This design comes from an exercise in tuning for small area, a short achievable clock period and few clock cycles on the open sky130 flow, not from production work.
Function was not checked in any run shown here: the RTL went through the layout flow alone.
Power and IR drop assume default switching activity.

[flow/run.sh]
#!/bin/bash
# Layout flow: the standard ORFS flow, with the port buffers that placement inserts
# made as plain sky130_fd_sc_hd__buf_1 cells (ORFS otherwise picks a delay buffer).
# Every ORFS step keeps its own log under orfs/logs/; make's output goes to standard.log.
set -euo pipefail
cd "$(dirname "$0")/.."
export BUFFER_PORTS_ARGS="-buffer_cell sky130_fd_sc_hd__buf_1"
bash standard.sh > standard.log 2>&1
[standard.sh]
#!/bin/bash
# synth_recipe.tcl (not shown) runs the flow's synth.tcl, then flattens the netlist and writes it again
# the make line also repeats each setting of config.mk as NAME=value (left out here)
make -C /OpenROAD-flow-scripts/flow DESIGN_CONFIG=/design/flow/config.mk WORK_HOME=/design/flow/orfs CLKGATE_MAP_FILE= SYNTH_SCRIPT=/design/flow/synth_recipe.tcl "${@:-finish}"
[config.mk]
export PLATFORM = sky130hd
export DESIGN_NAME = tcp_timestamp_option_finder
export DESIGN_NICKNAME = tcp_timestamp_option_finder
export VERILOG_FILES = /design/flow/design.v
export SDC_FILE = /design/flow/constraint.sdc
export NUM_CORES = 4
export LEC_CHECK = 0
export CAP_MARGIN = 20
export CORE_MARGIN = 2
export CORE_UTILIZATION = 40
export CTS_BUF_LIST = sky130_fd_sc_hd__clkbuf_8
export PLACE_DENSITY = 0.6
export SLEW_MARGIN = 20
[constraint.sdc]
create_clock -name core_clock -period 6.0 [get_ports {clk}]
set_input_delay 1.2000 -clock core_clock [delete_from_list [all_inputs] [get_ports {clk}]]
set_output_delay 1.2000 -clock core_clock [all_outputs]
set_load 0.01 [all_outputs]
[design.v]
`timescale 1ns / 1ps
package tsf_pkg;
  localparam logic [15:0] HEADER_BYTES  = 16'd20;
  localparam logic [7:0]  TS_KIND       = 8'd8;
  localparam int          MIN_REMAIN    = 10;
  localparam logic [3:0]  TS_LAST_INDEX = 4'd9;
  localparam logic [3:0]  TS_VALUE_END  = 4'd5;
  localparam logic [15:0] POS_MAX       = 16'hFFFF;
  localparam logic [16:0] KIND_GAP = 17'(1 + MIN_REMAIN);
  localparam logic [16:0] LEN_GAP  = 17'(MIN_REMAIN - 1);
  localparam int QUEUE_DEPTH = 4;
  localparam int QUEUE_AW    = $clog2(QUEUE_DEPTH);
  typedef enum logic [1:0] {
    PH_WAIT,
    PH_LEN,
    PH_CAPTURE
  } phase_t;
  typedef enum logic [1:0] {
    OUT_NONE,
    OUT_MISS,
    OUT_HIT
  } outcome_t;
  typedef struct packed {
    logic [7:0]  data;
    logic        first;
    logic        last;
    logic [15:0] total_length;
    logic [15:0] pos;
    logic [16:0] pos_len;
    logic        kind_fail;
  } beat_t;
  typedef struct packed {
    logic        found;
    logic [7:0]  option_kind;
    logic [7:0]  option_length;
    logic [31:0] ts_value;
    logic [31:0] ts_echo;
  } result_t;
endpackage
`timescale 1ns / 1ps
module tcp_timestamp_option_finder
(
  input  logic        clk,
  input  logic        rst,
  input  logic        in_valid,
  output logic        in_ready,
  input  logic [7:0]  data_byte,
  input  logic        first_byte,
  input  logic        last_byte,
  input  logic [15:0] total_length,
  output logic        out_valid,
  input  logic        out_ready,
  output logic        found,
  output logic [7:0]  option_kind,
  output logic [7:0]  option_length,
  output logic [31:0] ts_value,
  output logic [31:0] ts_echo
);
  localparam logic [1:0] PH_WAIT = 2'd0;
  localparam logic [1:0] PH_LEN  = 2'd1;
  localparam logic [1:0] PH_CAP  = 2'd2;
  localparam logic [1:0] PH_DONE = 2'd3;
  logic        fv;
  logic [7:0]  fd;
  logic        ff;
  logic        fl;
  logic        ffail;      
  logic [15:0] pos9;       
  logic        pos_ovf;    
  logic [7:0]  cnt;        
  logic [1:0]  phase;
  logic [71:0] res;        
  logic        take;
  logic        go;
  logic        harmless;
  logic [15:0] q;
  logic        q_ovf;
  logic [1:0]  ph;
  logic [7:0]  c;
  logic        fail;
  logic        d_le1;
  logic        in_le1;
  logic [7:0]  in_x;
  logic        hit, miss, settle;
  logic [1:0]  phase_n;
  logic [7:0]  cnt_n;
  logic        cap_step;
  logic [16:0] p_inc;
  logic        in_fail;
  logic        fv_n;
  logic        out_valid_n;
  logic        settled_n;
  logic        harmless_n;
  logic        res_shift;
  logic        res_hold;
  assign take     = in_valid && in_ready;
  assign harmless = (phase == PH_DONE && !ff) || (ff && !fl);
  assign go       = fv && (!out_valid || harmless);
  assign q     = first_byte ? 16'd9 : pos9;
  assign q_ovf = !first_byte && pos_ovf;
  assign p_inc = {1'b0, pos9} + 17'd1;
  assign ph    = ff ? PH_WAIT : phase;
  assign c     = ff ? 8'd20 : cnt;
  assign d_le1 = fd[7:1] == 7'd0;
  assign in_le1 = data_byte[7:1] == 7'd0;
  assign in_x   = {data_byte[7:2], data_byte[1] | in_le1, data_byte[0] && !in_le1};
  always_comb begin
    logic [15:0] cs_s;
    logic [15:0] cs_k;
    logic [15:0] row_b;
    logic [15:0] g, pr;
    int          w;
    for (int i = 0; i < 16; i++) begin
      cs_s[i] = q[i] ^ (i < 8 ? in_x[i % 8] : 1'b0) ^ !total_length[i];
      cs_k[i] = (q[i] && (i < 8 ? in_x[i % 8] : 1'b0)) ||
                (q[i] && !total_length[i]) ||
                ((i < 8 ? in_x[i % 8] : 1'b0) && !total_length[i]);
    end
    row_b = {cs_k[14:0], 1'b0};
    for (int i = 0; i < 16; i++) begin
      g[i]  = cs_s[i] && row_b[i];
      pr[i] = cs_s[i] || row_b[i];
    end
    for (w = 1; w < 16; w = w * 2) begin
      for (int i = 15; i >= 0; i--) begin
        if (i % (2 * w) == 2 * w - 1) begin
          g[i]  = g[i] || (pr[i] && g[i - w]);
          pr[i] = pr[i] && pr[i - w];
        end
      end
    end
    in_fail = q_ovf || cs_k[15] || g[15];
  end
  assign fail  = ffail;
  always_comb begin
    hit     = 1'b0;
    miss    = 1'b0;
    phase_n = ph;
    cnt_n   = c - 8'd1;
    unique case (ph)
      PH_WAIT: begin
        if (c == 8'd0) begin
          cnt_n = 8'd0;
          if (d_le1) begin
            if (fail) miss = 1'b1;
          end else if (fd == 8'd8) begin
            phase_n = PH_CAP;
            cnt_n   = 8'd8;
          end else begin
            phase_n = PH_LEN;
          end
        end
      end
      PH_LEN: begin
        phase_n = PH_WAIT;
        cnt_n   = fd - 8'd2;
        if (fd == 8'd0 || fail) miss = 1'b1;
        else if (fd == 8'd1) cnt_n = 8'd0;
      end
      PH_CAP: begin
        if (c == 8'd0) hit = 1'b1;
      end
      default: begin
      end
    endcase
    if (ph != PH_DONE && !hit && fl) miss = 1'b1;
    if (hit || miss) phase_n = PH_DONE;
  end
  assign settle   = hit || miss;
  assign cap_step = (ph == PH_CAP) && (!fl || c == 8'd0);
  assign res_shift = fv && !out_valid && cap_step;
  assign res_hold  = !(fv && !out_valid);
  assign fv_n        = take || (fv && !go);
  assign out_valid_n = (go && settle) || (out_valid && !out_ready);
  assign settled_n   = go ? (phase_n == PH_DONE) : (phase == PH_DONE);
  assign harmless_n  = take ? ((settled_n && !first_byte) || (first_byte && !last_byte))
                            : ((settled_n && !ff) || (ff && !fl));
  always_ff @(posedge clk) begin
    if (rst) begin
      fv        <= 1'b0;
      in_ready  <= 1'b1;
      pos9      <= 16'd9;
      pos_ovf   <= 1'b0;
      cnt       <= 8'd20;
      phase     <= PH_WAIT;
      out_valid <= 1'b0;
    end else begin
      fv        <= fv_n;
      in_ready  <= !fv_n || !out_valid_n || harmless_n;
      out_valid <= out_valid_n;
      if (take) begin
        pos9    <= first_byte ? 16'd10 : p_inc[15:0];
        pos_ovf <= q_ovf || p_inc[16];
      end
      if (go) begin
        cnt     <= cnt_n;
        phase   <= phase_n;
      end
    end
  end
  always_ff @(posedge clk) begin
    if (take) begin
      fd <= data_byte;
      ff <= first_byte;
      fl <= last_byte;
      ffail <= in_fail;
    end
    res <= ({72{res_shift}} & {res[63:0], fd}) | ({72{res_hold}} & res);
    if (go && settle) found <= hit;
  end
  assign option_kind   = {4'd0, found, 3'd0};
  assign option_length = res[71:64];
  assign ts_value      = res[63:32];
  assign ts_echo       = res[31:0];
endmodule
==> impl_metrics.csv, run 1 <==
group,metric,value,unit
run_status,status,"timing/DRC/antenna clean",
placement,dp_hpwl,8470,um
pwr,p_sw_frac,0.259,
detailed_routing,dr.pass1.iters,6,
synthesis,syn_area_per_cell,10.4,um2
timing,slew_viol_final,0,
synthesis,yosys.area.top_type,"dfxtp_1",
detailed_routing,drc,0,
floorplan,start_util,0.408,
synthesis,synth.most_common_cell,"dfxtp_1",
synthesis,yosys_warnings,1,
pwr,p_int,1240,uW
synthesis,synth.cell_area,5100,um2
floorplan,die_w,117,um
timing,fmax,310,MHz
timing,hold_violations,0,
cts,htree_levels,4,
timing,setup_viol,0,
final_layout,final_layout_size_suffix_gt1_frac,0.165,
timing,fin_skew,0.0134,ns
floorplan,die-area,13700,um2
global_route,gr-total-overflow,0,
synthesis,async_flop_share,0,
floorplan,io_pins,113,
timing,worst_pin_slew,0.771,ns
global_route,grt_pass1_vias,3845,
cts,root_buffer,"clkbuf_8",
global_route,grt_pass1_wl,19300,um
critical_path,crit_start,"first_byte",
detailed_routing,drtIter0Drc,220,
worst_hold_path,holdCritPathClass,"reg2reg",
critical_path,cp-end-kind,"register",
critical_path,worstPathArrival,3.40,ns
detailed_routing,wire_per_inst,15.6,um
placement,placed_area,5560,um2
critical_path,path_class,"in2reg",
cts,clkTransAtPathRegs,0.07,ns
final_layout,diodes,0,
pwr,cellLeakagePower,0.00223,uW
pwr,p_switching,432,uW
timing,period_minus_slack,3.22,ns
placement,placedCellCount,745,
critical_path,cp-start-kind,"input pin",
final_layout,fin_cells,777,
detailed_routing,vias,4116,
worst_hold_path,holdCritStartpoint,"res[66]",
timing,tns,0,ns
final_layout,fin_nets,642,
cts,insertion_delay,0.44,ns
floorplan,die-height,117,um
critical_path,reg2reg_from,"ff",
pwr,comb_power_share,0.066,
cts,cts_buffer_depth,2,
synthesis,ys.flop_type,"dfxtp_1",
global_route,grt_max_degree,74,
detailed_routing,wirelength,12100,um
synthesis,synth.area.top_cells,"dfxtp_1 40%, a22o_2 11%, edfxtp_1 7.1%",
floorplan,coreArea,12500,um2
cts,postCtsSetupRepairBufs,0,
placement,port-buffer-count,105,
synthesis,seq_area_frac_synth,0.471,
synthesis,synth_seq_cells,114,
global_route,grt_antenna_before_repair,0,
synthesis,synthCells,490,
final_layout,syn_to_final_growth,17.1,%
synthesis,synth_top_cells_by_count,"102 x dfxtp_1, 57 x a22o_2, 35 x nor2_1",
pwr,ir_worst_vdd,0.127,mV
synthesis,yosys.area.top_type_share,0.400,
placement,gp_congestion,0.845,
cts,cts.sinks,114,
critical_path,cp_max_fo,17,
global_route,grt_usage,0.183,
detailed_routing,via_per_inst,5.30,
final_layout,num-fill-cells,1215,
cts,cts_tree,"done",
critical_path,worstPathRequired,6.18,ns
critical_path,regToRegSetupSlack,3.16,ns
cts,cts-buffers-inserted,17,
synthesis,synth_cell_type_count,57,
cts,cts.repair.resized,0,
floorplan,rows,41,
cts,holdBufCountCts,0,
timing,period_share,0.537,
detailed_routing,drtAntennaViolNets,0,
final_layout,post-route-cell-area,5980,um2
timing,relSlewSlack,0.481,
pwr,power_density,279,nW/um2
pwr,clkPwrFrac,0.453,
job,cap_violations,0,
pwr,power_frac_seq,0.480,
timing,grt_setup_unrepaired,"false",
synthesis,synth_edf_count,12,
==> power by group through the flow <==
stage | Clock, uW | Sequential (uW) | Combinational (uW)
2_1_floorplan | 0 | 813 | 84.3
3_3_place_gp | 0 | 819 | 107
3_5_place_dp | 0 | 819 | 109
4_1_cts | 774 | 802 | 111
5_1_grt | 812 | 804 | 124
6_report | 757 | 802 | 111
==> kinds of logic (layout without fill, tap and decap cells) <==
family,count (synthesis),in the layout,share of synthesized area
compound gates,144,144,0.238
simple gates,131,131,0.135
flops,114,114,0.471
buf+inv,59,168,0.0596
fa+ha+maj,23,23,0.0652
xor+xnor,18,18,0.0309
other cells,1,7,0.000735
==> cell type report <==
| cell class | count | area (um2) | share of cell area |
|---|---|---|---|
| clock inverter | 15 | 179 | 0.0299 |
| tap | 172 | 215 | 0.0360 |
| clock buffer | 17 | 234 | 0.0391 |
| multi-input combinational | 323 | 2430 | 0.406 |
| sequential | 114 | 2400 | 0.402 |
| timing repair buffer | 107 | 409 | 0.0685 |
| inverter | 29 | 109 | 0.0182 |
==> worst max-delay path, stage by stage <==
cell and delay [ns]:
buf_1 0.30, inv_1 0.27, nand2_1 0.10, fa_1 0.51, nor2_1 0.05, maj3_1 0.35, maj3_1 0.34, o21ai_0 0.16
nand4_1 0.11
==> through the flow <==
step	utilization	power, uW	hold slack (ns)	worst slack [ns]
finish	0.478	1670	0.478	2.78
global route	0.478	1740	0.497	2.59
CTS	0.478	1690	0.485	2.79
detailed placement	0.445	928	0.462	2.32
global placement	0.444	926	0.460	2.37
floorplan	-	897	0.449	2.84
==> state kept, by name, indices dropped and copies added (netlist names) <==
register / count
cnt: 8
fd: 8
ff: 1
ffail: 1
fl: 1
found: 1
fv: 1
in_ready: 1
out_valid: 1
phase: 2
pos9: 16
pos_ovf: 1
res: 72
==> final timing paths <==
path                   to  depth (start not counted)
setup / recovery    ffail                          9
hold / removal    res[66]                          1
setup reg to reg  res[14]                          7
hold reg to reg   res[66]                          1
==> placed cells by master (no fill, tap or decap), drive strengths merged, types with 2 or more instances in the layout <==
| cell | instances |
|---|---|
| a221oi | 8 |
| and3 | 2 |
| or4 | 2 |
| nor3 | 14 |
| nand2 | 26 |
| clkbuf | 17 |
| xnor2 | 11 |
| maj3 | 3 |
| dfxtp | 102 |
| o21bai | 4 |
| nand3b | 2 |
| clkinv | 5 |
| inv | 35 |
| a22o | 73 |
| a211o | 3 |
| or3 | 5 |
| a211oi | 4 |
| ha | 13 |
| fa | 7 |
| a31oi | 4 |
| nor2b | 11 |
| xor2 | 7 |
| edfxtp | 12 |
| or2 | 2 |
| buf | 107 |
| o31ai | 3 |
| nand4 | 9 |
| o21ai | 12 |
| conb | 7 |
| nor2 | 35 |
| o22ai | 7 |
| nor4 | 8 |
| nand2b | 5 |
| nand3 | 5 |
| bufinv | 3 |
| a21oi | 14 |
==> metal layers <==
layer / track usage / vias up / share of wire
met1: 0.226 / 1946 / 0.45
met2: 0.294 / 130 / 0.47
met4: 0.0800 / 0 / 0.023
met3: 0.0587 / 23 / 0.055
met5: 0 / - / 0
li1: - / 2017 / -
==> inputs of run 2 (changes only) <==
--- a/config.mk
+++ b/config.mk
@@ -8,6 +8,6 @@
 export CAP_MARGIN = 20
 export CORE_MARGIN = 2
 export CORE_UTILIZATION = 40
-export CTS_BUF_LIST = sky130_fd_sc_hd__clkbuf_8
+export CTS_BUF_LIST = sky130_fd_sc_hd__clkbuf_4
 export PLACE_DENSITY = 0.6
 export SLEW_MARGIN = 20
==> run 2 against run 1 <==
Net effect: still clean on timing, DRC and antenna; final area shrank 1.7%; clock-buffer cell count grew 1; maximum frequency grew 3.8%; sequential share of layout area grew 0.70 points; first-iteration DRC count grew 12%; register-to-register slack is essentially flat; clock skew grew 0.0077 ns; critical path depth is the same; final cell count is the same; worst hold slack gained 0.0093 ns; global-route usage shrank 0.11 points; critical path type unchanged; largest power group unchanged.
==> impl_metrics.csv, run 2 <==
group,metric,value,unit
final_layout,syn_to_final_growth,15.1,%
global_route,grt_max_degree,74,
synthesis,synth_top_cells_by_count,"102 x dfxtp_1, 57 x a22o_2, 35 x nor2_1",
floorplan,start_util,0.408,
worst_hold_path,holdCritPathClass,"reg2reg",
cts,holdBufCountCts,0,
cts,root_buffer,"clkbuf_4",
floorplan,rows,41,
detailed_routing,wirelength,11900,um
final_layout,fin_nets,642,
timing,period_minus_slack,3.10,ns
detailed_routing,drc,0,
critical_path,crit_path_frequent_cell,"maj3_1",
synthesis,yosys.area.top_type,"dfxtp_1",
timing,slew_viol_final,0,
critical_path,cpMaxStageDelayCell,"fa_1",
cts,postCtsSetupRepairBufs,0,
critical_path,slowest_delay,0.51,ns
final_layout,largest_register_ffs,72,
timing,fin_skew,0.0210,ns
synthesis,syn_area_per_cell,10.4,um2
final_layout,mostFrequentLayoutCell,"buf_1",
global_route,grt_pass1_vias,3833,
critical_path,cp_max_fo,17,
timing,fmax,322,MHz
timing,hold_violations,0,
cts,cts.repair.resized,0,
final_layout,num-fill-cells,1233,
pwr,ir_worst_vdd,0.109,mV
synthesis,synth_cell_type_count,57,
cts,insertion_delay,0.54,ns
floorplan,die-height,117,um
critical_path,cp-start-kind,"input pin",
final_layout,final_layout_size_suffix_gt1_frac,0.167,
final_layout,diodes,0,
job,cap_violations,0,
cts,cts_buffer_depth,2,
cts,cts.sinks,114,
critical_path,crit_path_cell_trace,"buf_1, inv_1, nand2_1, fa_1, nor2_1, maj3_1, maj3_1, o21ai_0, nand4_1",
global_route,grt_antenna_before_repair,0,
synthesis,synthCells,490,
cts,htree_levels,4,
synthesis,yosys_warnings,1,
detailed_routing,dr.pass1.iters,4,
synthesis,yosys.area.top_type_share,0.400,
synthesis,synth.most_common_cell,"dfxtp_1",
timing,worst_pin_slew,0.801,ns
synthesis,async_flop_share,0,
cts,cts-buffers-inserted,17,
global_route,grt_usage,0.182,
pwr,cellLeakagePower,0.00219,uW
critical_path,crit_buf_inv,2,
critical_path,cp-end-kind,"register",
timing,worst_slack,2.90,ns
synthesis,seq_area_frac_synth,0.471,
placement,preCtsSetupSlack,2.32,ns
detailed_routing,via_per_inst,5.25,
final_layout,reg.largest.list,"res (72), pos9 (16)",
placement,gp_congestion,0.845,
critical_path,worstPathRequired,6.29,ns
synthesis,synth.area.top_cells,"dfxtp_1 40%, a22o_2 11%, edfxtp_1 7.1%",
cts,clkTransAtPathRegs,0.12,ns
timing,period_share,0.517,
global_route,grt_pass1_wl,19200,um
synthesis,synth_edf_count,12,
timing,tns,0,ns
timing,grt_setup_unrepaired,"false",
synthesis,synth_seq_cells,114,
pwr,power_density,261,nW/um2
detailed_routing,drtIter0Drc,246,
critical_path,critPathTopFamily,"adder cells",
timing,relSlewSlack,0.466,
floorplan,die-area,13700,um2
placement,dp_hpwl,8470,um
run_status,status,"timing/DRC/antenna clean",
synthesis,ys.flop_type,"dfxtp_1",
cts,cts_tree,"done",
detailed_routing,vias,4080,
placement,port-buffer-count,105,
floorplan,coreArea,12500,um2
final_layout,layout_common_cells,"105 x buf_1, 102 x dfxtp_1, 57 x a22o_2",
final_layout,regMostFlops,"res",
critical_path,path_class,"in2reg",
synthesis,synth.cell_area,5100,um2
global_route,gr-total-overflow,0,
detailed_routing,wire_per_inst,15.4,um
floorplan,die_w,117,um
critical_path,worstPathArrival,3.39,ns
timing,setup_viol,0,
floorplan,io_pins,113,
detailed_routing,drtAntennaViolNets,0,
[run 2: final timing paths]
check | cells past startpoint | slack [ns] | to | from
setup / recovery | 9 | 2.90 | ffail | first_byte
hold / removal | 1 | 0.49 | res[66] | res[66]
setup reg to reg | 7 | 3.16 | res[14] | ff
hold reg to reg | 1 | 0.49 | res[66] | res[66]
[run 2: logic make-up after synthesis]
group / count (synthesis) / share of synthesized area
AOI/OAI and AO/OA: 144 / 0.238
xor gates and xnor gates: 18 / 0.0309
other: 1 / 0.000735
adders and majority gates: 23 / 0.0652
buffers and inverters: 59 / 0.0596
and+or+nand+nor: 131 / 0.135
DFF: 114 / 0.471
[run 2: metal layers]
| metal | GRT usage | share of wire | vias up |
|---|---|---|---|
| li1 | - | - | 2026 |
| met1 | 0.224 | 0.45 | 1916 |
| met2 | 0.294 | 0.48 | 117 |
| met3 | 0.0499 | 0.053 | 21 |
| met4 | 0.0878 | 0.021 | 0 |
| met5 | 0 | 0 | - |
[run 2: layout make-up]
cell class | instances | area, um2 | share of cell area
well taps | 172 | 215 | 0.0366
multi-input cells | 323 | 2430 | 0.413
inverters | 29 | 109 | 0.0185
clock buffers | 18 | 135 | 0.0230
flip-flops and latches | 114 | 2400 | 0.409
clock inverters | 14 | 175 | 0.0298
repair buffers | 107 | 409 | 0.0696
[run 2: per-stage QoR]
stage	total power, uW	hold slack (ns)	utilization	instance area, um2	cells
after floorplan	897	0.449	-	5130	496
after global placement	926	0.460	0.444	5560	745
after detailed placement	928	0.462	0.445	5560	745
after CTS	1560	0.496	0.469	5870	777
after global routing	1610	0.504	0.469	5870	777
final	1530	0.487	0.469	5870	777
[run 2: where the power goes]
part	internal, uW	switching [uW]
clock	300	323
sequential	783	19.0
combinational	39.5	70.5
total	1120	413

==> port drivers added, routing unchanged <==
In the flow no input, the clock included, has a driving cell. The finished layouts below were timed again as built, in two steps.
Step 1 (the two cells are an assumption about what drives the block):
set clk [get_ports {clk}]
set_driving_cell -lib_cell sky130_fd_sc_hd__clkbuf_16 $clk
set_driving_cell -lib_cell sky130_fd_sc_hd__buf_2 [delete_from_list [all_inputs] $clk]
Step 2 also shifts input and output timing later by t, the mid clock arrival at the registers, as if the neighbouring blocks saw the same clock.
Slacks: no drivers / after step 1 / after step 2; pairs: no drivers / after step 1.
run | shift t [ns] | slack for setup (ns) | worst setup path after step 2 | worst register clock-pin slew, ns
run 1 | 0.470 | 2.778 / 2.787 / 2.317 | input to register | 0.08 / 0.08
run 2 | 0.565 | 2.896 / 2.905 / 2.341 | input to register | 0.12 / 0.12
After both steps setup and hold are still met in every run listed. For run 2, which loses most, drivers alone change the setup slack by +0.009 ns; drivers and shift together by -0.555 ns.
